Source: an optimization exercise on an open RTL-to-GDS flow (aim: small area). Production flows keep margins and buffers that such runs may drop.
Only simulation tests tie the RTL to the original design; equivalence was not proved.

<file path="config.mk">
export PLATFORM = sky130hd
export DESIGN_NAME = pan_tilt_top
export DESIGN_NICKNAME = pan_tilt_top
export VERILOG_FILES = /design/flow/design.v
export SDC_FILE = /design/flow/constraint.sdc
export NUM_CORES = 4
export LEC_CHECK = 0
export ABC_AREA = 1
export CAP_MARGIN = 20
export CORE_MARGIN = 2
export CORE_UTILIZATION = 40
export CTS_CLUSTER_DIAMETER = 100
export CTS_CLUSTER_SIZE = 24
export SLEW_MARGIN = 20
</file>
<file path="constraint.sdc">
create_clock -name core_clock -period 5.0 [get_ports {clk}]
set_input_delay 1.0000 -clock core_clock [delete_from_list [all_inputs] [get_ports {clk}]]
set_output_delay 1.0000 -clock core_clock [all_outputs]
set_load 0.01 [all_outputs]
</file>
<file path="design.v">
`default_nettype none
package pan_tilt_pkg;
	localparam int POS_W = 12;
	typedef logic [POS_W-1:0] pos_t;
	localparam int VEC_W = 18;
	typedef logic signed [VEC_W-1:0] vec_t;
	localparam int ANG_W = 16;
	typedef logic [ANG_W-1:0] ang_t;
	localparam ang_t HALF_TURN    = 16'd32768;
	localparam ang_t QUARTER_TURN = 16'd16384;
	localparam int N_STAGES = 14;
	localparam logic [N_STAGES*ANG_W-1:0] ATAN_TABLE = {
		16'd8192, 16'd4836, 16'd2555, 16'd1297,
		16'd651,  16'd326,  16'd163,  16'd81,
		16'd41,   16'd20,   16'd10,   16'd5,
		16'd3,    16'd1
	};
	localparam logic [15:0] CORDIC_GAIN = 16'd26981;
	localparam int GAIN_FRAC = 14;
	typedef logic [7:0] dmx_t;
	localparam int TILT_SHIFT = 6;
	localparam int LATENCY = 30;
endpackage
`default_nettype wire
`timescale 1ns/1ps
`default_nettype none
module add_rca #(
	parameter int W = 8
) (
	input  logic [W-1:0] a,
	input  logic [W-1:0] b,
	input  logic ci,
	output logic [W-1:0] s
);
	logic [W:0] c;
	assign c[0] = ci;
	for (genvar j = 0; j < W; j++) begin : g_bit
		assign s[j] = a[j] ^ b[j] ^ c[j];
		assign c[j+1] = (a[j] & b[j]) | (c[j] & (a[j] ^ b[j]));
	end
endmodule
module add_bk #(
	parameter int W = 8
) (
	input  logic [W-1:0] a,
	input  logic [W-1:0] b,
	input  logic ci,
	output logic [W-1:0] s
);
	localparam int LG = (W > 32) ? 6 : (W > 16) ? 5 : (W > 8) ? 4 : (W > 4) ? 3 : (W > 2) ? 2 : 1;
	logic [W-1:0] p, g, pp, gg;
	always_comb begin
		p = a ^ b;
		g = a & b;
		g[0] = g[0] | (p[0] & ci);
		pp = p;
		gg = g;
		for (int l = 0; (1 << l) < W; l++) begin
			for (int j = (2 << l) - 1; j < W; j += (2 << l)) begin
				gg[j] = gg[j] | (pp[j] & gg[j - (1 << l)]);
				pp[j] = pp[j] & pp[j - (1 << l)];
			end
		end
		for (int l = LG - 1; l >= 1; l--) begin
			for (int j = (3 << (l - 1)) - 1; j < W; j += (2 << (l - 1))) begin
				if (j - (1 << (l - 1)) >= 0 && ((j + 1) % (2 << (l - 1))) != 0) begin
					gg[j] = gg[j] | (pp[j] & gg[j - (1 << (l - 1))]);
					pp[j] = pp[j] & pp[j - (1 << (l - 1))];
				end
			end
		end
		s = p ^ {gg[W-2:0], ci};
	end
endmodule
module add_sk #(
	parameter int W = 8
) (
	input  logic [W-1:0] a,
	input  logic [W-1:0] b,
	input  logic ci,
	output logic [W-1:0] s
);
	logic [W-1:0] p, g, pp, gg;
	always_comb begin
		p = a ^ b;
		g = a & b;
		g[0] = g[0] | (p[0] & ci);
		pp = p;
		gg = g;
		for (int l = 0; (1 << l) < W; l++) begin
			for (int j = 0; j < W; j++) begin
				if ((j >> l) & 1) begin
					gg[j] = gg[j] | (pp[j] & gg[((j >> l) << l) - 1]);
					pp[j] = pp[j] & pp[((j >> l) << l) - 1];
				end
			end
		end
		s = p ^ {gg[W-2:0], ci};
	end
endmodule
`default_nettype wire
`timescale 1ns/1ps
`default_nettype none
module pan_tilt_top (
	input  logic clk,
	input  logic reset,
	input  logic in_valid,
	input  logic [11:0] x_com,
	input  logic [11:0] y_com,
	input  logic [11:0] x_light,
	input  logic [11:0] y_light,
	input  logic [11:0] height,
	output logic out_valid,
	output logic [7:0] pan,
	output logic [7:0] tilt
);
	logic [0:0] sf_s0;
	logic [11:0] px0_s0;
	logic [12:0] py0_s0;
	logic [12:0] dx_s0;
	logic [12:0] dy_s0;
	logic [11:0] height_r1;
	logic [0:0] sf_r1;
	logic [11:0] px0_r1;
	logic [12:0] py0_r1;
	logic [0:0] pb0_s1;
	logic [12:0] px1_s1;
	logic [12:0] py1_s1;
	logic [0:0] pb1_s1;
	logic [12:0] px2_s1;
	logic [12:0] py2_s1;
	logic [11:0] height_r2;
	logic [0:0] sf_r2;
	logic [0:0] pb0_r2;
	logic [0:0] pb1_r2;
	logic [12:0] px2_r2;
	logic [12:0] py2_r2;
	logic [0:0] pb2_s2;
	logic [13:0] px3_s2;
	logic [11:0] py3_s2;
	logic [0:0] pb3_s2;
	logic [13:0] px4_s2;
	logic [10:0] py4_s2;
	logic [11:0] height_r3;
	logic [0:0] sf_r3;
	logic [0:0] pb0_r3;
	logic [0:0] pb1_r3;
	logic [0:0] pb2_r3;
	logic [0:0] pb3_r3;
	logic [13:0] px4_r3;
	logic [10:0] py4_r3;
	logic [0:0] pb4_s3;
	logic [13:0] px5_s3;
	logic [10:0] py5_s3;
	logic [0:0] pb5_s3;
	logic [13:0] px6_s3;
	logic [9:0] py6_s3;
	logic [11:0] height_r4;
	logic [0:0] sf_r4;
	logic [0:0] pb0_r4;
	logic [0:0] pb1_r4;
	logic [0:0] pb2_r4;
	logic [0:0] pb3_r4;
	logic [0:0] pb4_r4;
	logic [0:0] pb5_r4;
	logic [13:0] px6_r4;
	logic [9:0] py6_r4;
	logic [0:0] pb6_s4;
	logic [13:0] px7_s4;
	logic [8:0] py7_s4;
	logic [0:0] pb7_s4;
	logic [13:0] px8_s4;
	logic [7:0] py8_s4;
	logic [0:0] pb8_s4;
	logic [6:0] py9_s4;
	logic [2:0] pa9_s4;
	logic [13:0] pX_s4;
	logic [11:0] height_r5;
	logic [0:0] sf_r5;
	logic [0:0] pb0_r5;
	logic [0:0] pb1_r5;
	logic [0:0] pb2_r5;
	logic [0:0] pb3_r5;
	logic [0:0] pb4_r5;
	logic [0:0] pb5_r5;
	logic [0:0] pb6_r5;
	logic [0:0] pb7_r5;
	logic [0:0] pb8_r5;
	logic [6:0] py9_r5;
	logic [2:0] pa9_r5;
	logic [13:0] pX_r5;
	logic [12:0] hs_s5;
	logic [26:0] hprod_s5;
	logic [0:0] pb9_s5;
	logic [5:0] py10_s5;
	logic [2:0] pa10_s5;
	logic pc9_s5;
	logic [3:0] plo9_s5;
	logic [0:0] pb10_s5;
	logic [4:0] py11_s5;
	logic [2:0] pa11_s5;
	logic pc10_s5;
	logic [3:0] plo10_s5;
	logic [0:0] pb11_s5;
	logic [4:0] py12_s5;
	logic [2:0] pa12_s5;
	logic pc11_s5;
	logic [3:0] plo11_s5;
	logic [0:0] sf_r6;
	logic [0:0] pb0_r6;
	logic [0:0] pb1_r6;
	logic [0:0] pb2_r6;
	logic [0:0] pb3_r6;
	logic [0:0] pb4_r6;
	logic [0:0] pb5_r6;
	logic [0:0] pb6_r6;
	logic [0:0] pb7_r6;
	logic [0:0] pb8_r6;
	logic [13:0] pX_r6;
	logic [12:0] hs_r6;
	logic [0:0] pb9_r6;
	logic [0:0] pb10_r6;
	logic [0:0] pb11_r6;
	logic [4:0] py12_r6;
	logic [2:0] pa12_r6;
	logic [0:0] pb12_s6;
	logic [3:0] py13_s6;
	logic [2:0] pa13_s6;
	logic pc12_s6;
	logic [3:0] plo12_s6;
	logic [0:0] pb13_s6;
	logic [2:0] pa14_s6;
	logic [13:0] px14_s6;
	logic [13:0] tx1_s6;
	logic [14:0] ty1_s6;
	logic [0:0] sf_r7;
	logic [0:0] pb0_r7;
	logic [0:0] pb1_r7;
	logic [0:0] pb2_r7;
	logic [0:0] pb3_r7;
	logic [0:0] pb4_r7;
	logic [0:0] pb5_r7;
	logic [0:0] pb6_r7;
	logic [0:0] pb7_r7;
	logic [0:0] pb8_r7;
	logic [0:0] pb9_r7;
	logic [0:0] pb10_r7;
	logic [0:0] pb11_r7;
	logic [0:0] pb12_r7;
	logic [0:0] pb13_r7;
	logic [13:0] tx1_r7;
	logic [14:0] ty1_r7;
	logic [7:0] pan_b_s7;
	logic pcsa_s7_1, pcsa_s7_2;
	logic pcsa_s7_3, pcsa_s7_4;
	logic pcsa_s7_5, pcsa_s7_6;
	logic pcsa_s7_7, pcsa_s7_8;
	logic pcsa_s7_9, pcsa_s7_10;
	logic pcsa_s7_11, pcsa_s7_12;
	logic pcsa_s7_13, pcsa_s7_14;
	logic pcsa_s7_15, pcsa_s7_16;
	logic pcsa_s7_17, pcsa_s7_18;
	logic pcsa_s7_19, pcsa_s7_20;
	logic pcsa_s7_21, pcsa_s7_22;
	logic pcsa_s7_23, pcsa_s7_24;
	logic pcsa_s7_25, pcsa_s7_26;
	logic pcsa_s7_27, pcsa_s7_28;
	logic pcsa_s7_29, pcsa_s7_30;
	logic pcsa_s7_31, pcsa_s7_32;
	logic pcsa_s7_33, pcsa_s7_34;
	logic pcsa_s7_35, pcsa_s7_36;
	logic pcsa_s7_37, pcsa_s7_38;
	logic pcsa_s7_39, pcsa_s7_40;
	logic pcsa_s7_41, pcsa_s7_42;
	logic pcsa_s7_43, pcsa_s7_44;
	logic pcsa_s7_45, pcsa_s7_46;
	logic pcsa_s7_47, pcsa_s7_48;
	logic pcsa_s7_49, pcsa_s7_50;
	logic pcsa_s7_51, pcsa_s7_52;
	logic pcsa_s7_53, pcsa_s7_54;
	logic pcsa_s7_55, pcsa_s7_56;
	logic pcsa_s7_57, pcsa_s7_58;
	logic pcsa_s7_59, pcsa_s7_60;
	logic pcsa_s7_61, pcsa_s7_62;
	logic pcsa_s7_63, pcsa_s7_64;
	logic pcsa_s7_65, pcsa_s7_66;
	logic pcsa_s7_67, pcsa_s7_68;
	logic pcsa_s7_69, pcsa_s7_70;
	logic pcsa_s7_71, pcsa_s7_72;
	logic pcsa_s7_73, pcsa_s7_74;
	logic pcsa_s7_75, pcsa_s7_76;
	logic pcsa_s7_77, pcsa_s7_78;
	logic pcsa_s7_79, pcsa_s7_80;
	logic pcsa_s7_81, pcsa_s7_82;
	logic pcsa_s7_83, pcsa_s7_84;
	logic [15:0] pcsa_s7_85, pcsa_s7_86, pcsa_s7_87;
	logic [0:0] tb1_s7;
	logic [14:0] tx2_s7;
	logic [13:0] ty2_s7;
	logic [0:0] tb2_s7;
	logic [14:0] tx3_s7;
	logic [12:0] ty3_s7;
	logic [7:0] pan_b_r8;
	logic [0:0] tb1_r8;
	logic [0:0] tb2_r8;
	logic [14:0] tx3_r8;
	logic [12:0] ty3_r8;
	logic [0:0] tb3_s8;
	logic [14:0] tx4_s8;
	logic [12:0] ty4_s8;
	logic [0:0] tb4_s8;
	logic [14:0] tx5_s8;
	logic [11:0] ty5_s8;
	logic [7:0] pan_b_r9;
	logic [0:0] tb1_r9;
	logic [0:0] tb2_r9;
	logic [0:0] tb3_r9;
	logic [0:0] tb4_r9;
	logic [14:0] tx5_r9;
	logic [11:0] ty5_r9;
	logic [0:0] tb5_s9;
	logic [14:0] tx6_s9;
	logic [10:0] ty6_s9;
	logic [0:0] tb6_s9;
	logic [14:0] tx7_s9;
	logic [9:0] ty7_s9;
	logic [7:0] pan_b_r10;
	logic [0:0] tb1_r10;
	logic [0:0] tb2_r10;
	logic [0:0] tb3_r10;
	logic [0:0] tb4_r10;
	logic [0:0] tb5_r10;
	logic [0:0] tb6_r10;
	logic [14:0] tx7_r10;
	logic [9:0] ty7_r10;
	logic [0:0] tb7_s10;
	logic [14:0] tx8_s10;
	logic [8:0] ty8_s10;
	logic [0:0] tb8_s10;
	logic [7:0] ty9_s10;
	logic [2:0] ta9_s10;
	logic [14:0] tX_s10;
	logic [5:0] tXh9_s10;
	logic [0:0] tXa9_s10;
	logic [2:0] tXl9_s10;
	logic [7:0] pan_b_r11;
	logic [0:0] tb1_r11;
	logic [0:0] tb2_r11;
	logic [0:0] tb3_r11;
	logic [0:0] tb4_r11;
	logic [0:0] tb5_r11;
	logic [0:0] tb6_r11;
	logic [0:0] tb7_r11;
	logic [0:0] tb8_r11;
	logic [7:0] ty9_r11;
	logic [2:0] ta9_r11;
	logic [5:0] tXh9_r11;
	logic [0:0] tXa9_r11;
	logic [2:0] tXl9_r11;
	logic [14:0] tX_s11;
	logic [15:0] tpart_s11;
	logic tpcsa_s11_1, tpcsa_s11_2;
	logic tpcsa_s11_3, tpcsa_s11_4;
	logic tpcsa_s11_5, tpcsa_s11_6;
	logic tpcsa_s11_7, tpcsa_s11_8;
	logic tpcsa_s11_9, tpcsa_s11_10;
	logic tpcsa_s11_11, tpcsa_s11_12;
	logic tpcsa_s11_13, tpcsa_s11_14;
	logic tpcsa_s11_15, tpcsa_s11_16;
	logic tpcsa_s11_17, tpcsa_s11_18;
	logic tpcsa_s11_19, tpcsa_s11_20;
	logic tpcsa_s11_21, tpcsa_s11_22;
	logic tpcsa_s11_23, tpcsa_s11_24;
	logic tpcsa_s11_25, tpcsa_s11_26;
	logic tpcsa_s11_27, tpcsa_s11_28;
	logic tpcsa_s11_29, tpcsa_s11_30;
	logic tpcsa_s11_31, tpcsa_s11_32;
	logic tpcsa_s11_33, tpcsa_s11_34;
	logic tpcsa_s11_35, tpcsa_s11_36;
	logic tpcsa_s11_37, tpcsa_s11_38;
	logic tpcsa_s11_39, tpcsa_s11_40;
	logic tpcsa_s11_41, tpcsa_s11_42;
	logic tpcsa_s11_43, tpcsa_s11_44;
	logic tpcsa_s11_45, tpcsa_s11_46;
	logic tpcsa_s11_47, tpcsa_s11_48;
	logic tpcsa_s11_49, tpcsa_s11_50;
	logic tpcsa_s11_51, tpcsa_s11_52;
	logic tpcsa_s11_53, tpcsa_s11_54;
	logic tpcsa_s11_55, tpcsa_s11_56;
	logic [15:0] tpcsa_s11_57, tpcsa_s11_58, tpcsa_s11_59;
	logic [0:0] tb9_s11;
	logic [6:0] ty10_s11;
	logic [2:0] ta10_s11;
	logic tc9_s11;
	logic [3:0] tlo9_s11;
	logic [0:0] tb10_s11;
	logic [5:0] ty11_s11;
	logic [2:0] ta11_s11;
	logic tc10_s11;
	logic [3:0] tlo10_s11;
	logic [0:0] tb11_s11;
	logic [4:0] ty12_s11;
	logic [2:0] ta12_s11;
	logic tc11_s11;
	logic [3:0] tlo11_s11;
	logic [0:0] tb12_s11;
	logic [4:0] ty13_s11;
	logic tc12_s11;
	logic [3:0] tlo12_s11;
	logic [7:0] pan_b_r12;
	logic [15:0] tpart_r12;
	logic [0:0] tb9_r12;
	logic [0:0] tb10_r12;
	logic [0:0] tb11_r12;
	logic [0:0] tb12_r12;
	logic [4:0] ty13_r12;
	logic [0:0] tb13_s12;
	logic [7:0] tilt_b_s12;
	logic tqcsa_s12_1, tqcsa_s12_2;
	logic tqcsa_s12_3, tqcsa_s12_4;
	logic tqcsa_s12_5, tqcsa_s12_6;
	logic [7:0] tqcsa_s12_7, tqcsa_s12_8, tqcsa_s12_9;
	logic [7:0] tlo_s12;
	logic [8:0] th1_s12;
	logic [8:0] thh_s12;
	logic [12:1] vld;
	assign dx_s0 = {1'b0, x_com} - {1'b0, x_light};
	assign dy_s0 = {1'b0, y_com} - {1'b0, y_light};
	assign sf_s0 = dx_s0[12];
	add_sk #(.W(12)) u_add1 (.a((dx_s0[11:0] ^ {12{dx_s0[12]}})), .b(12'd0), .ci(dx_s0[12]), .s(px0_s0));
	add_sk #(.W(13)) u_add2 (.a((dy_s0 ^ {13{dx_s0[12]}})), .b(13'd0), .ci(dx_s0[12]), .s(py0_s0));
	assign pb0_s1 = ~py0_r1[12];
	add_sk #(.W(13)) u_add3 (.a({1'b0, px0_r1}), .b({1'b0, (py0_r1[11:0] ^ {12{py0_r1[12]}})}), .ci(py0_r1[12]), .s(px1_s1));
	add_sk #(.W(13)) u_add4 (.a(py0_r1), .b(({1'b0, px0_r1[11:0]} ^ {13{~py0_r1[12]}})), .ci(~py0_r1[12]), .s(py1_s1));
	assign pb1_s1 = ~py1_s1[12];
	add_sk #(.W(13)) u_add5 (.a(px1_s1), .b({2'b0, (py1_s1[11:1] ^ {11{py1_s1[12]}})}), .ci(py1_s1[12]), .s(px2_s1));
	add_sk #(.W(13)) u_add6 (.a(py1_s1), .b(({1'b0, px1_s1[12:1]} ^ {13{~py1_s1[12]}})), .ci(~py1_s1[12]), .s(py2_s1));
	assign pb2_s2 = ~py2_r2[12];
	add_sk #(.W(14)) u_add7 (.a({1'b0, px2_r2}), .b({4'b0, (py2_r2[11:2] ^ {10{py2_r2[12]}})}), .ci(py2_r2[12]), .s(px3_s2));
	add_sk #(.W(12)) u_add8 (.a(py2_r2[11:0]), .b(({1'b0, px2_r2[12:2]} ^ {12{~py2_r2[12]}})), .ci(~py2_r2[12]), .s(py3_s2));
	assign pb3_s2 = ~py3_s2[11];
	add_sk #(.W(14)) u_add9 (.a(px3_s2), .b({6'b0, (py3_s2[10:3] ^ {8{py3_s2[11]}})}), .ci(py3_s2[11]), .s(px4_s2));
	add_sk #(.W(11)) u_add10 (.a(py3_s2[10:0]), .b((px3_s2[13:3] ^ {11{~py3_s2[11]}})), .ci(~py3_s2[11]), .s(py4_s2));
	assign pb4_s3 = ~py4_r3[10];
	add_sk #(.W(14)) u_add11 (.a(px4_r3), .b({8'b0, (py4_r3[9:4] ^ {6{py4_r3[10]}})}), .ci(py4_r3[10]), .s(px5_s3));
	add_sk #(.W(11)) u_add12 (.a(py4_r3), .b(({1'b0, px4_r3[13:4]} ^ {11{~py4_r3[10]}})), .ci(~py4_r3[10]), .s(py5_s3));
	assign pb5_s3 = ~py5_s3[10];
	add_sk #(.W(14)) u_add13 (.a(px5_s3), .b({9'b0, (py5_s3[9:5] ^ {5{py5_s3[10]}})}), .ci(py5_s3[10]), .s(px6_s3));
	add_sk #(.W(10)) u_add14 (.a(py5_s3[9:0]), .b(({1'b0, px5_s3[13:5]} ^ {10{~py5_s3[10]}})), .ci(~py5_s3[10]), .s(py6_s3));
	assign pb6_s4 = ~py6_r4[9];
	add_sk #(.W(14)) u_add15 (.a(px6_r4), .b({11'b0, (py6_r4[8:6] ^ {3{py6_r4[9]}})}), .ci(py6_r4[9]), .s(px7_s4));
	add_sk #(.W(9)) u_add16 (.a(py6_r4[8:0]), .b(({1'b0, px6_r4[13:6]} ^ {9{~py6_r4[9]}})), .ci(~py6_r4[9]), .s(py7_s4));
	assign pb7_s4 = ~py7_s4[8];
	add_sk #(.W(14)) u_add17 (.a(px7_s4), .b({13'b0, (py7_s4[7:7] ^ {1{py7_s4[8]}})}), .ci(py7_s4[8]), .s(px8_s4));
	add_sk #(.W(8)) u_add18 (.a(py7_s4[7:0]), .b(({1'b0, px7_s4[13:7]} ^ {8{~py7_s4[8]}})), .ci(~py7_s4[8]), .s(py8_s4));
	assign pb8_s4 = ~py8_s4[7];
	assign pX_s4 = px8_s4;
	assign pa9_s4 = {2'b0, py8_s4[7]};
	add_sk #(.W(7)) u_add19 (.a(py8_s4[6:0]), .b(({1'b0, px8_s4[13:8]} ^ {7{~py8_s4[7]}})), .ci(~py8_s4[7]), .s(py9_s4));
	assign hprod_s5 = height_r5 * 15'd26981;
	assign hs_s5 = hprod_s5[26:14];
	assign pb9_s5 = ~py9_r5[6];
	assign pa10_s5 = pa9_r5 + {2'b0, py9_r5[6]};
	assign plo9_s5 = {1'b0, pX_r5[2:0]} + {1'b0, pa9_r5};
	assign pc9_s5 = (&pX_r5[8:3]) & plo9_s5[3];
	add_sk #(.W(6)) u_add20 (.a(py9_r5[5:0]), .b(({1'b0, pX_r5[13:9]} ^ {6{~py9_r5[6]}})), .ci(~(pc9_s5 ^ py9_r5[6])), .s(py10_s5));
	assign pb10_s5 = ~py10_s5[5];
	assign pa11_s5 = pa10_s5 + {2'b0, py10_s5[5]};
	assign plo10_s5 = {1'b0, pX_r5[2:0]} + {1'b0, pa10_s5};
	assign pc10_s5 = (&pX_r5[9:3]) & plo10_s5[3];
	add_sk #(.W(5)) u_add21 (.a(py10_s5[4:0]), .b(({1'b0, pX_r5[13:10]} ^ {5{~py10_s5[5]}})), .ci(~(pc10_s5 ^ py10_s5[5])), .s(py11_s5));
	assign pb11_s5 = ~py11_s5[4];
	assign pa12_s5 = pa11_s5 + {2'b0, py11_s5[4]};
	assign plo11_s5 = {1'b0, pX_r5[2:0]} + {1'b0, pa11_s5};
	assign pc11_s5 = (&pX_r5[10:3]) & plo11_s5[3];
	add_sk #(.W(5)) u_add22 (.a(py11_s5), .b(({2'b0, pX_r5[13:11]} ^ {5{~py11_s5[4]}})), .ci(~(pc11_s5 ^ py11_s5[4])), .s(py12_s5));
	assign pb12_s6 = ~py12_r6[4];
	assign pa13_s6 = pa12_r6 + {2'b0, py12_r6[4]};
	assign plo12_s6 = {1'b0, pX_r6[2:0]} + {1'b0, pa12_r6};
	assign pc12_s6 = (&pX_r6[11:3]) & plo12_s6[3];
	add_sk #(.W(4)) u_add23 (.a(py12_r6[3:0]), .b(({2'b0, pX_r6[13:12]} ^ {4{~py12_r6[4]}})), .ci(~(pc12_s6 ^ py12_r6[4])), .s(py13_s6));
	assign pb13_s6 = ~py13_s6[3];
	assign pa14_s6 = pa13_s6 + {2'b0, py13_s6[3]};
	add_sk #(.W(14)) u_add24 (.a(pX_r6), .b({11'b0, pa14_s6}), .ci(1'b0), .s(px14_s6));
	add_sk #(.W(14)) u_add25 (.a(px14_s6), .b({1'b0, hs_r6}), .ci(1'b0), .s(tx1_s6));
	add_sk #(.W(15)) u_add26 (.a({1'b0, px14_s6}), .b(~{2'b0, hs_r6}), .ci(1'b1), .s(ty1_s6));
	assign pcsa_s7_1 = pb2_r7 ^ pb3_r7;
	assign pcsa_s7_2 = pb2_r7 & pb3_r7;
	assign pcsa_s7_3 = pcsa_s7_1 ^ pb4_r7 ^ pb6_r7;
	assign pcsa_s7_4 = (pcsa_s7_1 & pb4_r7) | (pcsa_s7_1 & pb6_r7) | (pb4_r7 & pb6_r7);
	assign pcsa_s7_5 = pb7_r7 ^ pb8_r7;
	assign pcsa_s7_6 = pb7_r7 & pb8_r7;
	assign pcsa_s7_7 = pcsa_s7_2 ^ pb2_r7 ^ pb4_r7;
	assign pcsa_s7_8 = (pcsa_s7_2 & pb2_r7) | (pcsa_s7_2 & pb4_r7) | (pb2_r7 & pb4_r7);
	assign pcsa_s7_9 = pb5_r7 ^ pb6_r7;
	assign pcsa_s7_10 = pb5_r7 & pb6_r7;
	assign pcsa_s7_11 = pb1_r7 ^ pb5_r7;
	assign pcsa_s7_12 = pb1_r7 & pb5_r7;
	assign pcsa_s7_13 = pcsa_s7_3 ^ pcsa_s7_5 ^ pb11_r7;
	assign pcsa_s7_14 = (pcsa_s7_3 & pcsa_s7_5) | (pcsa_s7_3 & pb11_r7) | (pcsa_s7_5 & pb11_r7);
	assign pcsa_s7_15 = pcsa_s7_4 ^ pcsa_s7_6 ^ pcsa_s7_7;
	assign pcsa_s7_16 = (pcsa_s7_4 & pcsa_s7_6) | (pcsa_s7_4 & pcsa_s7_7) | (pcsa_s7_6 & pcsa_s7_7);
	assign pcsa_s7_17 = pcsa_s7_9 ^ pb10_r7;
	assign pcsa_s7_18 = pcsa_s7_9 & pb10_r7;
	assign pcsa_s7_19 = pcsa_s7_8 ^ pcsa_s7_10 ^ pcsa_s7_11;
	assign pcsa_s7_20 = (pcsa_s7_8 & pcsa_s7_10) | (pcsa_s7_8 & pcsa_s7_11) | (pcsa_s7_10 & pcsa_s7_11);
	assign pcsa_s7_21 = pb9_r7 ^ pb11_r7 ^ 1'b1;
	assign pcsa_s7_22 = (pb9_r7 & pb11_r7) | (pb9_r7 & 1'b1) | (pb11_r7 & 1'b1);
	assign pcsa_s7_23 = pcsa_s7_12 ^ pb2_r7 ^ pb4_r7;
	assign pcsa_s7_24 = (pcsa_s7_12 & pb2_r7) | (pcsa_s7_12 & pb4_r7) | (pb2_r7 & pb4_r7);
	assign pcsa_s7_25 = pb8_r7 ^ pb10_r7 ^ 1'b1;
	assign pcsa_s7_26 = (pb8_r7 & pb10_r7) | (pb8_r7 & 1'b1) | (pb10_r7 & 1'b1);
	assign pcsa_s7_27 = pb2_r7 ^ pb3_r7 ^ pb7_r7;
	assign pcsa_s7_28 = (pb2_r7 & pb3_r7) | (pb2_r7 & pb7_r7) | (pb3_r7 & pb7_r7);
	assign pcsa_s7_29 = pb9_r7 ^ 1'b1;
	assign pcsa_s7_30 = pb9_r7 & 1'b1;
	assign pcsa_s7_31 = pb1_r7 ^ pb2_r7 ^ pb6_r7;
	assign pcsa_s7_32 = (pb1_r7 & pb2_r7) | (pb1_r7 & pb6_r7) | (pb2_r7 & pb6_r7);
	assign pcsa_s7_33 = pb8_r7 ^ 1'b1;
	assign pcsa_s7_34 = pb8_r7 & 1'b1;
	assign pcsa_s7_35 = pb1_r7 ^ pb2_r7 ^ pb5_r7;
	assign pcsa_s7_36 = (pb1_r7 & pb2_r7) | (pb1_r7 & pb5_r7) | (pb2_r7 & pb5_r7);
	assign pcsa_s7_37 = pb7_r7 ^ 1'b1;
	assign pcsa_s7_38 = pb7_r7 & 1'b1;
	assign pcsa_s7_39 = pb1_r7 ^ pb2_r7 ^ pb4_r7;
	assign pcsa_s7_40 = (pb1_r7 & pb2_r7) | (pb1_r7 & pb4_r7) | (pb2_r7 & pb4_r7);
	assign pcsa_s7_41 = pcsa_s7_13 ^ pb12_r7;
	assign pcsa_s7_42 = pcsa_s7_13 & pb12_r7;
	assign pcsa_s7_43 = pcsa_s7_14 ^ pcsa_s7_15 ^ pcsa_s7_17;
	assign pcsa_s7_44 = (pcsa_s7_14 & pcsa_s7_15) | (pcsa_s7_14 & pcsa_s7_17) | (pcsa_s7_15 & pcsa_s7_17);
	assign pcsa_s7_45 = pcsa_s7_16 ^ pcsa_s7_18 ^ pcsa_s7_19;
	assign pcsa_s7_46 = (pcsa_s7_16 & pcsa_s7_18) | (pcsa_s7_16 & pcsa_s7_19) | (pcsa_s7_18 & pcsa_s7_19);
	assign pcsa_s7_47 = pcsa_s7_20 ^ pcsa_s7_22 ^ pcsa_s7_23;
	assign pcsa_s7_48 = (pcsa_s7_20 & pcsa_s7_22) | (pcsa_s7_20 & pcsa_s7_23) | (pcsa_s7_22 & pcsa_s7_23);
	assign pcsa_s7_49 = pcsa_s7_24 ^ pcsa_s7_26 ^ pcsa_s7_27;
	assign pcsa_s7_50 = (pcsa_s7_24 & pcsa_s7_26) | (pcsa_s7_24 & pcsa_s7_27) | (pcsa_s7_26 & pcsa_s7_27);
	assign pcsa_s7_51 = pcsa_s7_28 ^ pcsa_s7_30 ^ pcsa_s7_31;
	assign pcsa_s7_52 = (pcsa_s7_28 & pcsa_s7_30) | (pcsa_s7_28 & pcsa_s7_31) | (pcsa_s7_30 & pcsa_s7_31);
	assign pcsa_s7_53 = pcsa_s7_32 ^ pcsa_s7_34 ^ pcsa_s7_35;
	assign pcsa_s7_54 = (pcsa_s7_32 & pcsa_s7_34) | (pcsa_s7_32 & pcsa_s7_35) | (pcsa_s7_34 & pcsa_s7_35);
	assign pcsa_s7_55 = pcsa_s7_36 ^ pcsa_s7_38 ^ pcsa_s7_39;
	assign pcsa_s7_56 = (pcsa_s7_36 & pcsa_s7_38) | (pcsa_s7_36 & pcsa_s7_39) | (pcsa_s7_38 & pcsa_s7_39);
	assign pcsa_s7_57 = pcsa_s7_40 ^ pb2_r7 ^ pb3_r7;
	assign pcsa_s7_58 = (pcsa_s7_40 & pb2_r7) | (pcsa_s7_40 & pb3_r7) | (pb2_r7 & pb3_r7);
	assign pcsa_s7_59 = pcsa_s7_41 ^ pb13_r7;
	assign pcsa_s7_60 = pcsa_s7_41 & pb13_r7;
	assign pcsa_s7_61 = pcsa_s7_42 ^ pcsa_s7_43 ^ pb12_r7;
	assign pcsa_s7_62 = (pcsa_s7_42 & pcsa_s7_43) | (pcsa_s7_42 & pb12_r7) | (pcsa_s7_43 & pb12_r7);
	assign pcsa_s7_63 = pcsa_s7_44 ^ pcsa_s7_45 ^ pcsa_s7_21;
	assign pcsa_s7_64 = (pcsa_s7_44 & pcsa_s7_45) | (pcsa_s7_44 & pcsa_s7_21) | (pcsa_s7_45 & pcsa_s7_21);
	assign pcsa_s7_65 = pcsa_s7_46 ^ pcsa_s7_47 ^ pcsa_s7_25;
	assign pcsa_s7_66 = (pcsa_s7_46 & pcsa_s7_47) | (pcsa_s7_46 & pcsa_s7_25) | (pcsa_s7_47 & pcsa_s7_25);
	assign pcsa_s7_67 = pcsa_s7_48 ^ pcsa_s7_49 ^ pcsa_s7_29;
	assign pcsa_s7_68 = (pcsa_s7_48 & pcsa_s7_49) | (pcsa_s7_48 & pcsa_s7_29) | (pcsa_s7_49 & pcsa_s7_29);
	assign pcsa_s7_69 = pcsa_s7_50 ^ pcsa_s7_51 ^ pcsa_s7_33;
	assign pcsa_s7_70 = (pcsa_s7_50 & pcsa_s7_51) | (pcsa_s7_50 & pcsa_s7_33) | (pcsa_s7_51 & pcsa_s7_33);
	assign pcsa_s7_71 = pcsa_s7_52 ^ pcsa_s7_53 ^ pcsa_s7_37;
	assign pcsa_s7_72 = (pcsa_s7_52 & pcsa_s7_53) | (pcsa_s7_52 & pcsa_s7_37) | (pcsa_s7_53 & pcsa_s7_37);
	assign pcsa_s7_73 = pcsa_s7_54 ^ pcsa_s7_55 ^ pb6_r7;
	assign pcsa_s7_74 = (pcsa_s7_54 & pcsa_s7_55) | (pcsa_s7_54 & pb6_r7) | (pcsa_s7_55 & pb6_r7);
	assign pcsa_s7_75 = pcsa_s7_56 ^ pcsa_s7_57 ^ pb5_r7;
	assign pcsa_s7_76 = (pcsa_s7_56 & pcsa_s7_57) | (pcsa_s7_56 & pb5_r7) | (pcsa_s7_57 & pb5_r7);
	assign pcsa_s7_77 = pcsa_s7_58 ^ pb1_r7 ^ pb4_r7;
	assign pcsa_s7_78 = (pcsa_s7_58 & pb1_r7) | (pcsa_s7_58 & pb4_r7) | (pb1_r7 & pb4_r7);
	assign pcsa_s7_79 = pb3_r7 ^ 1'b1;
	assign pcsa_s7_80 = pb3_r7 & 1'b1;
	assign pcsa_s7_81 = pb2_r7 ^ 1'b1;
	assign pcsa_s7_82 = pb2_r7 & 1'b1;
	assign pcsa_s7_83 = pb1_r7 ^ 1'b1;
	assign pcsa_s7_84 = pb1_r7 & 1'b1;
	assign pcsa_s7_85 = {1'b0, pcsa_s7_84, pcsa_s7_82, pcsa_s7_80, pcsa_s7_78, pcsa_s7_76, pcsa_s7_74, pcsa_s7_72, pcsa_s7_70, pcsa_s7_68, pcsa_s7_66, pcsa_s7_64, pcsa_s7_62, pcsa_s7_60, pcsa_s7_59, 1'b1};
	assign pcsa_s7_86 = {1'b0, pb0_r7, pcsa_s7_83, pcsa_s7_81, pcsa_s7_79, pcsa_s7_77, pcsa_s7_75, pcsa_s7_73, pcsa_s7_71, pcsa_s7_69, pcsa_s7_67, pcsa_s7_65, pcsa_s7_63, pcsa_s7_61, 1'b1, 1'b0};
	add_sk #(.W(16)) u_add27 (.a(pcsa_s7_85), .b(pcsa_s7_86), .ci(1'b0), .s(pcsa_s7_87));
	assign pan_b_s7 = {pcsa_s7_87[15] ^ sf_r7, pcsa_s7_87[14:8]};
	assign tb1_s7 = ~ty1_r7[14];
	add_sk #(.W(15)) u_add28 (.a({1'b0, tx1_r7}), .b({2'b0, (ty1_r7[13:1] ^ {13{ty1_r7[14]}})}), .ci(ty1_r7[14]), .s(tx2_s7));
	add_sk #(.W(14)) u_add29 (.a(ty1_r7[13:0]), .b(({1'b0, tx1_r7[13:1]} ^ {14{~ty1_r7[14]}})), .ci(~ty1_r7[14]), .s(ty2_s7));
	assign tb2_s7 = ~ty2_s7[13];
	add_sk #(.W(15)) u_add30 (.a(tx2_s7), .b({4'b0, (ty2_s7[12:2] ^ {11{ty2_s7[13]}})}), .ci(ty2_s7[13]), .s(tx3_s7));
	add_sk #(.W(13)) u_add31 (.a(ty2_s7[12:0]), .b((tx2_s7[14:2] ^ {13{~ty2_s7[13]}})), .ci(~ty2_s7[13]), .s(ty3_s7));
	assign tb3_s8 = ~ty3_r8[12];
	add_sk #(.W(15)) u_add32 (.a(tx3_r8), .b({6'b0, (ty3_r8[11:3] ^ {9{ty3_r8[12]}})}), .ci(ty3_r8[12]), .s(tx4_s8));
	add_sk #(.W(13)) u_add33 (.a(ty3_r8), .b(({1'b0, tx3_r8[14:3]} ^ {13{~ty3_r8[12]}})), .ci(~ty3_r8[12]), .s(ty4_s8));
	assign tb4_s8 = ~ty4_s8[12];
	add_sk #(.W(15)) u_add34 (.a(tx4_s8), .b({7'b0, (ty4_s8[11:4] ^ {8{ty4_s8[12]}})}), .ci(ty4_s8[12]), .s(tx5_s8));
	add_sk #(.W(12)) u_add35 (.a(ty4_s8[11:0]), .b(({1'b0, tx4_s8[14:4]} ^ {12{~ty4_s8[12]}})), .ci(~ty4_s8[12]), .s(ty5_s8));
	assign tb5_s9 = ~ty5_r9[11];
	add_sk #(.W(15)) u_add36 (.a(tx5_r9), .b({9'b0, (ty5_r9[10:5] ^ {6{ty5_r9[11]}})}), .ci(ty5_r9[11]), .s(tx6_s9));
	add_sk #(.W(11)) u_add37 (.a(ty5_r9[10:0]), .b(({1'b0, tx5_r9[14:5]} ^ {11{~ty5_r9[11]}})), .ci(~ty5_r9[11]), .s(ty6_s9));
	assign tb6_s9 = ~ty6_s9[10];
	add_sk #(.W(15)) u_add38 (.a(tx6_s9), .b({11'b0, (ty6_s9[9:6] ^ {4{ty6_s9[10]}})}), .ci(ty6_s9[10]), .s(tx7_s9));
	add_sk #(.W(10)) u_add39 (.a(ty6_s9[9:0]), .b(({1'b0, tx6_s9[14:6]} ^ {10{~ty6_s9[10]}})), .ci(~ty6_s9[10]), .s(ty7_s9));
	assign tb7_s10 = ~ty7_r10[9];
	add_sk #(.W(15)) u_add40 (.a(tx7_r10), .b({13'b0, (ty7_r10[8:7] ^ {2{ty7_r10[9]}})}), .ci(ty7_r10[9]), .s(tx8_s10));
	add_sk #(.W(9)) u_add41 (.a(ty7_r10[8:0]), .b(({1'b0, tx7_r10[14:7]} ^ {9{~ty7_r10[9]}})), .ci(~ty7_r10[9]), .s(ty8_s10));
	assign tb8_s10 = ~ty8_s10[8];
	assign tX_s10 = tx8_s10;
	assign ta9_s10 = {2'b0, ty8_s10[8]};
	add_sk #(.W(8)) u_add42 (.a(ty8_s10[7:0]), .b(({1'b0, tx8_s10[14:8]} ^ {8{~ty8_s10[8]}})), .ci(~ty8_s10[8]), .s(ty9_s10));
	assign tXh9_s10 = tX_s10[14:9];
	assign tXa9_s10 = &tX_s10[8:3];
	assign tXl9_s10 = tX_s10[2:0];
	assign tX_s11 = {tXh9_r11, {6{tXa9_r11}}, tXl9_r11};
	assign tpcsa_s11_1 = tb2_r11 ^ tb3_r11;
	assign tpcsa_s11_2 = tb2_r11 & tb3_r11;
	assign tpcsa_s11_3 = tpcsa_s11_1 ^ tb4_r11 ^ tb6_r11;
	assign tpcsa_s11_4 = (tpcsa_s11_1 & tb4_r11) | (tpcsa_s11_1 & tb6_r11) | (tb4_r11 & tb6_r11);
	assign tpcsa_s11_5 = tpcsa_s11_2 ^ tb2_r11 ^ tb4_r11;
	assign tpcsa_s11_6 = (tpcsa_s11_2 & tb2_r11) | (tpcsa_s11_2 & tb4_r11) | (tb2_r11 & tb4_r11);
	assign tpcsa_s11_7 = tb1_r11 ^ tb2_r11;
	assign tpcsa_s11_8 = tb1_r11 & tb2_r11;
	assign tpcsa_s11_9 = tb1_r11 ^ tb2_r11 ^ tb5_r11;
	assign tpcsa_s11_10 = (tb1_r11 & tb2_r11) | (tb1_r11 & tb5_r11) | (tb2_r11 & tb5_r11);
	assign tpcsa_s11_11 = tb1_r11 ^ tb2_r11;
	assign tpcsa_s11_12 = tb1_r11 & tb2_r11;
	assign tpcsa_s11_13 = tpcsa_s11_3 ^ tb7_r11;
	assign tpcsa_s11_14 = tpcsa_s11_3 & tb7_r11;
	assign tpcsa_s11_15 = tpcsa_s11_4 ^ tpcsa_s11_5 ^ tb5_r11;
	assign tpcsa_s11_16 = (tpcsa_s11_4 & tpcsa_s11_5) | (tpcsa_s11_4 & tb5_r11) | (tpcsa_s11_5 & tb5_r11);
	assign tpcsa_s11_17 = tpcsa_s11_6 ^ tb1_r11 ^ tb5_r11;
	assign tpcsa_s11_18 = (tpcsa_s11_6 & tb1_r11) | (tpcsa_s11_6 & tb5_r11) | (tb1_r11 & tb5_r11);
	assign tpcsa_s11_19 = tb2_r11 ^ tb4_r11 ^ tb8_r11;
	assign tpcsa_s11_20 = (tb2_r11 & tb4_r11) | (tb2_r11 & tb8_r11) | (tb4_r11 & tb8_r11);
	assign tpcsa_s11_21 = tb2_r11 ^ tb3_r11 ^ tb7_r11;
	assign tpcsa_s11_22 = (tb2_r11 & tb3_r11) | (tb2_r11 & tb7_r11) | (tb3_r11 & tb7_r11);
	assign tpcsa_s11_23 = tpcsa_s11_7 ^ tb6_r11 ^ tb8_r11;
	assign tpcsa_s11_24 = (tpcsa_s11_7 & tb6_r11) | (tpcsa_s11_7 & tb8_r11) | (tb6_r11 & tb8_r11);
	assign tpcsa_s11_25 = tpcsa_s11_8 ^ tpcsa_s11_9 ^ tb7_r11;
	assign tpcsa_s11_26 = (tpcsa_s11_8 & tpcsa_s11_9) | (tpcsa_s11_8 & tb7_r11) | (tpcsa_s11_9 & tb7_r11);
	assign tpcsa_s11_27 = tpcsa_s11_10 ^ tpcsa_s11_11 ^ tb4_r11;
	assign tpcsa_s11_28 = (tpcsa_s11_10 & tpcsa_s11_11) | (tpcsa_s11_10 & tb4_r11) | (tpcsa_s11_11 & tb4_r11);
	assign tpcsa_s11_29 = tpcsa_s11_12 ^ tb2_r11 ^ tb3_r11;
	assign tpcsa_s11_30 = (tpcsa_s11_12 & tb2_r11) | (tpcsa_s11_12 & tb3_r11) | (tb2_r11 & tb3_r11);
	assign tpcsa_s11_31 = tpcsa_s11_13 ^ tb8_r11;
	assign tpcsa_s11_32 = tpcsa_s11_13 & tb8_r11;
	assign tpcsa_s11_33 = tpcsa_s11_14 ^ tpcsa_s11_15 ^ tb6_r11;
	assign tpcsa_s11_34 = (tpcsa_s11_14 & tpcsa_s11_15) | (tpcsa_s11_14 & tb6_r11) | (tpcsa_s11_15 & tb6_r11);
	assign tpcsa_s11_35 = tpcsa_s11_16 ^ tpcsa_s11_17 ^ 1'b1;
	assign tpcsa_s11_36 = (tpcsa_s11_16 & tpcsa_s11_17) | (tpcsa_s11_16 & 1'b1) | (tpcsa_s11_17 & 1'b1);
	assign tpcsa_s11_37 = tpcsa_s11_18 ^ tpcsa_s11_19 ^ 1'b1;
	assign tpcsa_s11_38 = (tpcsa_s11_18 & tpcsa_s11_19) | (tpcsa_s11_18 & 1'b1) | (tpcsa_s11_19 & 1'b1);
	assign tpcsa_s11_39 = tpcsa_s11_20 ^ tpcsa_s11_21 ^ 1'b1;
	assign tpcsa_s11_40 = (tpcsa_s11_20 & tpcsa_s11_21) | (tpcsa_s11_20 & 1'b1) | (tpcsa_s11_21 & 1'b1);
	assign tpcsa_s11_41 = tpcsa_s11_22 ^ tpcsa_s11_23 ^ 1'b1;
	assign tpcsa_s11_42 = (tpcsa_s11_22 & tpcsa_s11_23) | (tpcsa_s11_22 & 1'b1) | (tpcsa_s11_23 & 1'b1);
	assign tpcsa_s11_43 = tpcsa_s11_24 ^ tpcsa_s11_25 ^ 1'b1;
	assign tpcsa_s11_44 = (tpcsa_s11_24 & tpcsa_s11_25) | (tpcsa_s11_24 & 1'b1) | (tpcsa_s11_25 & 1'b1);
	assign tpcsa_s11_45 = tpcsa_s11_26 ^ tpcsa_s11_27 ^ tb6_r11;
	assign tpcsa_s11_46 = (tpcsa_s11_26 & tpcsa_s11_27) | (tpcsa_s11_26 & tb6_r11) | (tpcsa_s11_27 & tb6_r11);
	assign tpcsa_s11_47 = tpcsa_s11_28 ^ tpcsa_s11_29 ^ tb5_r11;
	assign tpcsa_s11_48 = (tpcsa_s11_28 & tpcsa_s11_29) | (tpcsa_s11_28 & tb5_r11) | (tpcsa_s11_29 & tb5_r11);
	assign tpcsa_s11_49 = tpcsa_s11_30 ^ tb1_r11 ^ tb4_r11;
	assign tpcsa_s11_50 = (tpcsa_s11_30 & tb1_r11) | (tpcsa_s11_30 & tb4_r11) | (tb1_r11 & tb4_r11);
	assign tpcsa_s11_51 = tb3_r11 ^ 1'b1;
	assign tpcsa_s11_52 = tb3_r11 & 1'b1;
	assign tpcsa_s11_53 = tb2_r11 ^ 1'b1;
	assign tpcsa_s11_54 = tb2_r11 & 1'b1;
	assign tpcsa_s11_55 = tb1_r11 ^ 1'b1;
	assign tpcsa_s11_56 = tb1_r11 & 1'b1;
	assign tpcsa_s11_57 = {1'b1, tpcsa_s11_56, tpcsa_s11_54, tpcsa_s11_52, tpcsa_s11_50, tpcsa_s11_48, tpcsa_s11_46, tpcsa_s11_44, tpcsa_s11_42, tpcsa_s11_40, tpcsa_s11_38, tpcsa_s11_36, tpcsa_s11_34, tpcsa_s11_32, tpcsa_s11_31, 1'b1};
	assign tpcsa_s11_58 = {1'b0, 1'b1, tpcsa_s11_55, tpcsa_s11_53, tpcsa_s11_51, tpcsa_s11_49, tpcsa_s11_47, tpcsa_s11_45, tpcsa_s11_43, tpcsa_s11_41, tpcsa_s11_39, tpcsa_s11_37, tpcsa_s11_35, tpcsa_s11_33, 1'b1, 1'b0};
	add_sk #(.W(16)) u_add43 (.a(tpcsa_s11_57), .b(tpcsa_s11_58), .ci(1'b0), .s(tpcsa_s11_59));
	assign tpart_s11 = tpcsa_s11_59;
	assign tb9_s11 = ~ty9_r11[7];
	assign ta10_s11 = ta9_r11 + {2'b0, ty9_r11[7]};
	assign tlo9_s11 = {1'b0, tX_s11[2:0]} + {1'b0, ta9_r11};
	assign tc9_s11 = (&tX_s11[8:3]) & tlo9_s11[3];
	add_sk #(.W(7)) u_add44 (.a(ty9_r11[6:0]), .b(({1'b0, tX_s11[14:9]} ^ {7{~ty9_r11[7]}})), .ci(~(tc9_s11 ^ ty9_r11[7])), .s(ty10_s11));
	assign tb10_s11 = ~ty10_s11[6];
	assign ta11_s11 = ta10_s11 + {2'b0, ty10_s11[6]};
	assign tlo10_s11 = {1'b0, tX_s11[2:0]} + {1'b0, ta10_s11};
	assign tc10_s11 = (&tX_s11[9:3]) & tlo10_s11[3];
	add_sk #(.W(6)) u_add45 (.a(ty10_s11[5:0]), .b(({1'b0, tX_s11[14:10]} ^ {6{~ty10_s11[6]}})), .ci(~(tc10_s11 ^ ty10_s11[6])), .s(ty11_s11));
	assign tb11_s11 = ~ty11_s11[5];
	assign ta12_s11 = ta11_s11 + {2'b0, ty11_s11[5]};
	assign tlo11_s11 = {1'b0, tX_s11[2:0]} + {1'b0, ta11_s11};
	assign tc11_s11 = (&tX_s11[10:3]) & tlo11_s11[3];
	add_sk #(.W(5)) u_add46 (.a(ty11_s11[4:0]), .b(({1'b0, tX_s11[14:11]} ^ {5{~ty11_s11[5]}})), .ci(~(tc11_s11 ^ ty11_s11[5])), .s(ty12_s11));
	assign tb12_s11 = ~ty12_s11[4];
	assign tlo12_s11 = {1'b0, tX_s11[2:0]} + {1'b0, ta12_s11};
	assign tc12_s11 = (&tX_s11[11:3]) & tlo12_s11[3];
	add_sk #(.W(5)) u_add47 (.a(ty12_s11), .b(({2'b0, tX_s11[14:12]} ^ {5{~ty12_s11[4]}})), .ci(~(tc12_s11 ^ ty12_s11[4])), .s(ty13_s11));
	assign tb13_s12 = ~ty13_r12[4];
	assign tqcsa_s12_1 = tb11_r12 ^ tb12_r12;
	assign tqcsa_s12_2 = tb11_r12 & tb12_r12;
	assign tqcsa_s12_3 = tb10_r12 ^ tb12_r12;
	assign tqcsa_s12_4 = tb10_r12 & tb12_r12;
	assign tqcsa_s12_5 = tb9_r12 ^ tb11_r12;
	assign tqcsa_s12_6 = tb9_r12 & tb11_r12;
	assign tqcsa_s12_7 = {1'b0, 1'b0, tb9_r12, tqcsa_s12_6, tqcsa_s12_4, tqcsa_s12_2, tqcsa_s12_1, 1'b0};
	assign tqcsa_s12_8 = {1'b0, 1'b0, 1'b0, tb10_r12, tqcsa_s12_5, tqcsa_s12_3, tb13_s12, 1'b0};
	add_sk #(.W(8)) u_add48 (.a(tqcsa_s12_7), .b(tqcsa_s12_8), .ci(1'b0), .s(tqcsa_s12_9));
	assign tlo_s12 = {1'b0, tpart_r12[6:0]} + tqcsa_s12_9[7:0];
	assign th1_s12 = tpart_r12[15:7] + 1'b1;
	assign thh_s12 = tlo_s12[7] ? th1_s12 : tpart_r12[15:7];
	assign tilt_b_s12 = thh_s12[8] ? 8'd0 : thh_s12[7] ? 8'd255 : {thh_s12[6:0], tlo_s12[6:6]};
	always_ff @(posedge clk) begin
		if (reset) vld <= '0;
		else vld <= {vld[11:1], in_valid};
	end
	always_ff @(posedge clk) begin
		height_r1 <= height;
		sf_r1 <= sf_s0;
		px0_r1 <= px0_s0;
		py0_r1 <= py0_s0;
		height_r2 <= height_r1;
		sf_r2 <= sf_r1;
		pb0_r2 <= pb0_s1;
		pb1_r2 <= pb1_s1;
		px2_r2 <= px2_s1;
		py2_r2 <= py2_s1;
		height_r3 <= height_r2;
		sf_r3 <= sf_r2;
		pb0_r3 <= pb0_r2;
		pb1_r3 <= pb1_r2;
		pb2_r3 <= pb2_s2;
		pb3_r3 <= pb3_s2;
		px4_r3 <= px4_s2;
		py4_r3 <= py4_s2;
		height_r4 <= height_r3;
		sf_r4 <= sf_r3;
		pb0_r4 <= pb0_r3;
		pb1_r4 <= pb1_r3;
		pb2_r4 <= pb2_r3;
		pb3_r4 <= pb3_r3;
		pb4_r4 <= pb4_s3;
		pb5_r4 <= pb5_s3;
		px6_r4 <= px6_s3;
		py6_r4 <= py6_s3;
		height_r5 <= height_r4;
		sf_r5 <= sf_r4;
		pb0_r5 <= pb0_r4;
		pb1_r5 <= pb1_r4;
		pb2_r5 <= pb2_r4;
		pb3_r5 <= pb3_r4;
		pb4_r5 <= pb4_r4;
		pb5_r5 <= pb5_r4;
		pb6_r5 <= pb6_s4;
		pb7_r5 <= pb7_s4;
		pb8_r5 <= pb8_s4;
		py9_r5 <= py9_s4;
		pa9_r5 <= pa9_s4;
		pX_r5 <= pX_s4;
		sf_r6 <= sf_r5;
		pb0_r6 <= pb0_r5;
		pb1_r6 <= pb1_r5;
		pb2_r6 <= pb2_r5;
		pb3_r6 <= pb3_r5;
		pb4_r6 <= pb4_r5;
		pb5_r6 <= pb5_r5;
		pb6_r6 <= pb6_r5;
		pb7_r6 <= pb7_r5;
		pb8_r6 <= pb8_r5;
		pX_r6 <= pX_r5;
		hs_r6 <= hs_s5;
		pb9_r6 <= pb9_s5;
		pb10_r6 <= pb10_s5;
		pb11_r6 <= pb11_s5;
		py12_r6 <= py12_s5;
		pa12_r6 <= pa12_s5;
		sf_r7 <= sf_r6;
		pb0_r7 <= pb0_r6;
		pb1_r7 <= pb1_r6;
		pb2_r7 <= pb2_r6;
		pb3_r7 <= pb3_r6;
		pb4_r7 <= pb4_r6;
		pb5_r7 <= pb5_r6;
		pb6_r7 <= pb6_r6;
		pb7_r7 <= pb7_r6;
		pb8_r7 <= pb8_r6;
		pb9_r7 <= pb9_r6;
		pb10_r7 <= pb10_r6;
		pb11_r7 <= pb11_r6;
		pb12_r7 <= pb12_s6;
		pb13_r7 <= pb13_s6;
		tx1_r7 <= tx1_s6;
		ty1_r7 <= ty1_s6;
		pan_b_r8 <= pan_b_s7;
		tb1_r8 <= tb1_s7;
		tb2_r8 <= tb2_s7;
		tx3_r8 <= tx3_s7;
		ty3_r8 <= ty3_s7;
		pan_b_r9 <= pan_b_r8;
		tb1_r9 <= tb1_r8;
		tb2_r9 <= tb2_r8;
		tb3_r9 <= tb3_s8;
		tb4_r9 <= tb4_s8;
		tx5_r9 <= tx5_s8;
		ty5_r9 <= ty5_s8;
		pan_b_r10 <= pan_b_r9;
		tb1_r10 <= tb1_r9;
		tb2_r10 <= tb2_r9;
		tb3_r10 <= tb3_r9;
		tb4_r10 <= tb4_r9;
		tb5_r10 <= tb5_s9;
		tb6_r10 <= tb6_s9;
		tx7_r10 <= tx7_s9;
		ty7_r10 <= ty7_s9;
		pan_b_r11 <= pan_b_r10;
		tb1_r11 <= tb1_r10;
		tb2_r11 <= tb2_r10;
		tb3_r11 <= tb3_r10;
		tb4_r11 <= tb4_r10;
		tb5_r11 <= tb5_r10;
		tb6_r11 <= tb6_r10;
		tb7_r11 <= tb7_s10;
		tb8_r11 <= tb8_s10;
		ty9_r11 <= ty9_s10;
		ta9_r11 <= ta9_s10;
		tXh9_r11 <= tXh9_s10;
		tXa9_r11 <= tXa9_s10;
		tXl9_r11 <= tXl9_s10;
		pan_b_r12 <= pan_b_r11;
		tpart_r12 <= tpart_s11;
		tb9_r12 <= tb9_s11;
		tb10_r12 <= tb10_s11;
		tb11_r12 <= tb11_s11;
		tb12_r12 <= tb12_s11;
		ty13_r12 <= ty13_s11;
	end
	assign out_valid = vld[12];
	assign pan = pan_b_r12;
	assign tilt = tilt_b_s12;
endmodule
`default_nettype wire
</file>
<file path="flow/run.sh">
#!/bin/bash
set -euo pipefail
bash standard.sh ADDER_MAP_FILE= finish > flow_make.log 2>&1
</file>
<file path="standard.sh">
#!/bin/bash
# synth_recipe.tcl (not shown) runs the flow's synth.tcl, then flattens the netlist and writes it again
# the make line also repeats each setting of config.mk as NAME=value (left out here)
make -C /OpenROAD-flow-scripts/flow DESIGN_CONFIG=/design/flow/config.mk WORK_HOME=/design/flow/orfs CLKGATE_MAP_FILE= SYNTH_SCRIPT=/design/flow/synth_recipe.tcl "${@:-finish}"
</file>
==> notes.md <==
min cycle time layout=4.57 ns; Seq/Total Area, Yosys=around 28%; Synth top area share=roughly 28%; Layout area overhead=8.33%; antenna violations before repair=0; TritonRoute pass-1 iters=6; critical path's largest stage delay=0.41 ns; met3 WL=1590 um; starting density of the core=around two fifths; # setup viols final=0; CTS root buffer=clkbuf_16; placed inst area=37500 um2; Die Y=302 um; GP Congestion=0.860; worst-skew pair later-pin latency=approximately 0.65 ns; Worst Setup Start Kind=register; vias in the first global route=27800; total of max-cap violations=0; die area=91200 um2; Post-synth ARST share=0%; Post-Syn Area=35500 um2; crit path kind=register to output port; Synth Net Count=between 5000 and 6000; Synth Register Bits=490; RSZ-0062 raised after global routing=no; Fin. Hold Viols=0; Multi-input gate area=22100 um2; Slew Viols, Final=0; First DRT Iteration DRCs=between 1000 and 1500; Total Routed Length=~72000 um; worst hold slack=between 0.3 and 0.4 ns; Reg area=approximately 10000 um2; CTS tree=yes; largest net degree at the start of global routing=25; Final period util=between 90% and 100%; Crit. End Element=output port; CP cell instances=xnor2_1 -> nor2_1 -> inv_1 -> o21ai_2 -> xnor2_1 -> inv_1 -> nor2_1 -> o21ai_1 -> a31oi_1 -> nor2_1 -> maj3_1 -> nand3_1 -> nand2_1 -> nand3_2 -> nor2_4 -> nand2_1 -> xor2_2 -> inv_2 -> a31oi_1 -> dlygate4sd2_1; row count=109; metal2 WL=35900 um; Post-synth EDFFs=0; fraction of layout cells with a size suffix above 1=8.64%; Slew HR=a little under three fifths; ys flop type=dfxtp_1; grt total ovfl=0; Hold Path Class=register to register; antenna cells=0; setup TNS=0 ns; post-synth cell types=82; DR top layer=met4; Chip Width=302 um; Max Root-Sink Buffers=3; Mapped Avg Cell Area=6.43 um2; Slew @ Worst Pin=0.640 ns; Setup Skew=0.0244 ns; outcome=finished clean; top post-synthesis cells by area=dfxtp_1, nand2_1, xor2_1; I/O Buffers=79; crit-path max FO=7; Num Clock Sinks=490; Cells after Synth=roughly 5500; Filler cells=9217; via density per instance=4.47; number of I/O pins=80; Post-CTS Setup Repair Bufs=0; M1 WL=33300 um; drc violations=0; clock slew at reported path FFs=about 0.080 ns; Yosys top cell by area=dfxtp_1; via count=between 30000 and 40000; first-pass GRT wire length=124000 um; f_max=219 MHz; Slowest-stage cell, CP=dfxtp_1; core area=88200 um2; CP Data Arrival Time=3.57 ns; Post-DP HPWL=60500 um; Num CTS Buffers=29; Yosys warnings=14; Antenna Nets Post-Route=0; final std cell area, no fill=38500 um2; Global Route Usage Sum=about 16%; Final #Nets=5665; H-tree depth=1; most used cell, CP=nor2_1; wire per inst=10.7 um; Worst Path Required=4.00 ns
path summary, 6_finish.rpt:
kind,from,to,slack (ns),cells after the start
max reg2reg,ty1_r7[14],ty3_r8[10],0.55,28
max,tb11_r12,tilt[6],0.43,20
min,height_r4[7],height_r5[7],0.32,0
min reg2reg,height_r4[7],height_r5[7],0.32,0
cells by family after synthesis:
group           Yosys count  share of synthesized area (%)
flops                   490                           27.6
buf+inv                 929                           10.5
fa+ha+maj                16                          0.479
xor+xnor                696                           17.5
compound gates          368                           6.27
simple gates           3027                           37.6
synth_stat cells, types with 20 or more instances:
| library cell | count |
|---|---|
| o21ai_1 | 27 |
| xor2_1 | 496 |
| inv_1 | 848 |
| or2_1 | 50 |
| a21oi_1 | 125 |
| xnor2_1 | 185 |
| nand3_2 | 22 |
| nand2_4 | 20 |
| nand2_1 | 1758 |
| nand3b_1 | 26 |
| nand3_1 | 330 |
| o21ai_0 | 96 |
| or2_2 | 121 |
| nand4_1 | 33 |
| dfxtp_1 | 490 |
| nand2_2 | 123 |
| inv_2 | 27 |
| nor3_1 | 28 |
| nor2_1 | 446 |
state kept, by name, indices dropped and copies added, names as in the netlist, 14 cells and up:
name	cells
tx7_r10	15
ty1_r7	15
pX_r5	14
px6_r4	14
pX_r6	14
tpart_r12	15
tx5_r9	15
tx3_r8	15
px4_r3	14
layout by cell type, fill, tap and decap left out, types with 9 or more instances in the layout:
cell	count
nand2_4	20
xnor2_1	184
o21ai_2	14
clkbuf_16	29
or2_1	50
or2_2	121
o21ai_0	92
o21a_1	9
nand4_1	33
nor3_1	28
a31oi_1	11
a21boi_0	14
inv_1	847
inv_2	28
o21ai_1	29
clkdlybuf4s50_1	71
nand3b_1	26
nand3_1	328
nor2_1	443
a21oi_1	125
buf_4	12
xor2_2	10
nor2_2	18
nand2_1	1758
a21o_1	9
nand3_2	24
nand2_2	123
xor2_1	494
dfxtp_1	487
per-stage QoR:
| step | std cells | utilization (%) | setup WS [ns] |
|---|---|---|---|
| after floorplan | 5526 | - | 1.11 |
| after global placement | 6736 | 42.5 | 0.228 |
| after detailed placement | 6736 | 42.5 | 0.106 |
| after CTS | 6778 | 43.6 | -0.0468 |
| after global routing | 6778 | 43.6 | 0.00121 |
| final | 6778 | 43.6 | 0.427 |
area by class of cell:
class	count	share of cell area, %
Inverter	883	8.63
Timing Repair Buffer	91	2.28
Multi-Input combinational cell	4107	57.3
Tap cell	1165	3.79
Clock buffer	29	1.89
Sequential cell	490	25.5
Clock inverter	13	0.614
what timing repair did:
item | CTS | global route
endpoints found under the setup margin | 8 | 10
hold buffers | 0 | 0
gates cloned | 0 | 0
pin swaps | 1 | 3
resized for setup | 14 | 13
worst max-delay path, delay by kind of cell (launching register included):
kind | cells | cell delay, ns
buffers and inverters | 4 | 0.50
AOI/OAI and AO/OA | 4 | 0.51
xor gates and xnor gates | 3 | 0.40
DFF | 1 | 0.41
and+or+nand+nor | 8 | 0.74
adders and majority gates | 1 | 0.36
routing by layer:
layer / global-route usage (%) / vias to the layer above
li1: - / 16900
met1: 18.9 / 13000
met2: 30.7 / 270
met3: 1.46 / 82
met4: 3.56 / 0
met5: 0 / -

==> afterwards: timing with drivers on the ports <==
How much do the figures lean on ideal ports? The routed layout below was timed once more, with nothing changed but the port constraints.
Step 1 sets driving cells, clkbuf_16 on the clock port and buf_2 on the other inputs (assumed; they add their load-dependent delay and slew).
Step 2 adds t to the input delays and takes it off the output delays; t is the mean of the earliest and latest rising clock arrival at the registers after step 1. Input paths then give back, and output paths get back, about the clock's delay inside the block.
Slacks: ideal ports / drivers / drivers and shift; pairs: ideal ports / drivers.
shift t [ns]: 0.695
setup WS [ns]: 0.427 / 0.365 / 0.108
worst setup path at the end: input to register
slew at the worst register clock pin (ns): 0.10 / 0.10
After both steps setup and hold are still met in this run. The setup slack of this run moves by -0.062 ns with the drivers and by -0.319 ns with both steps.
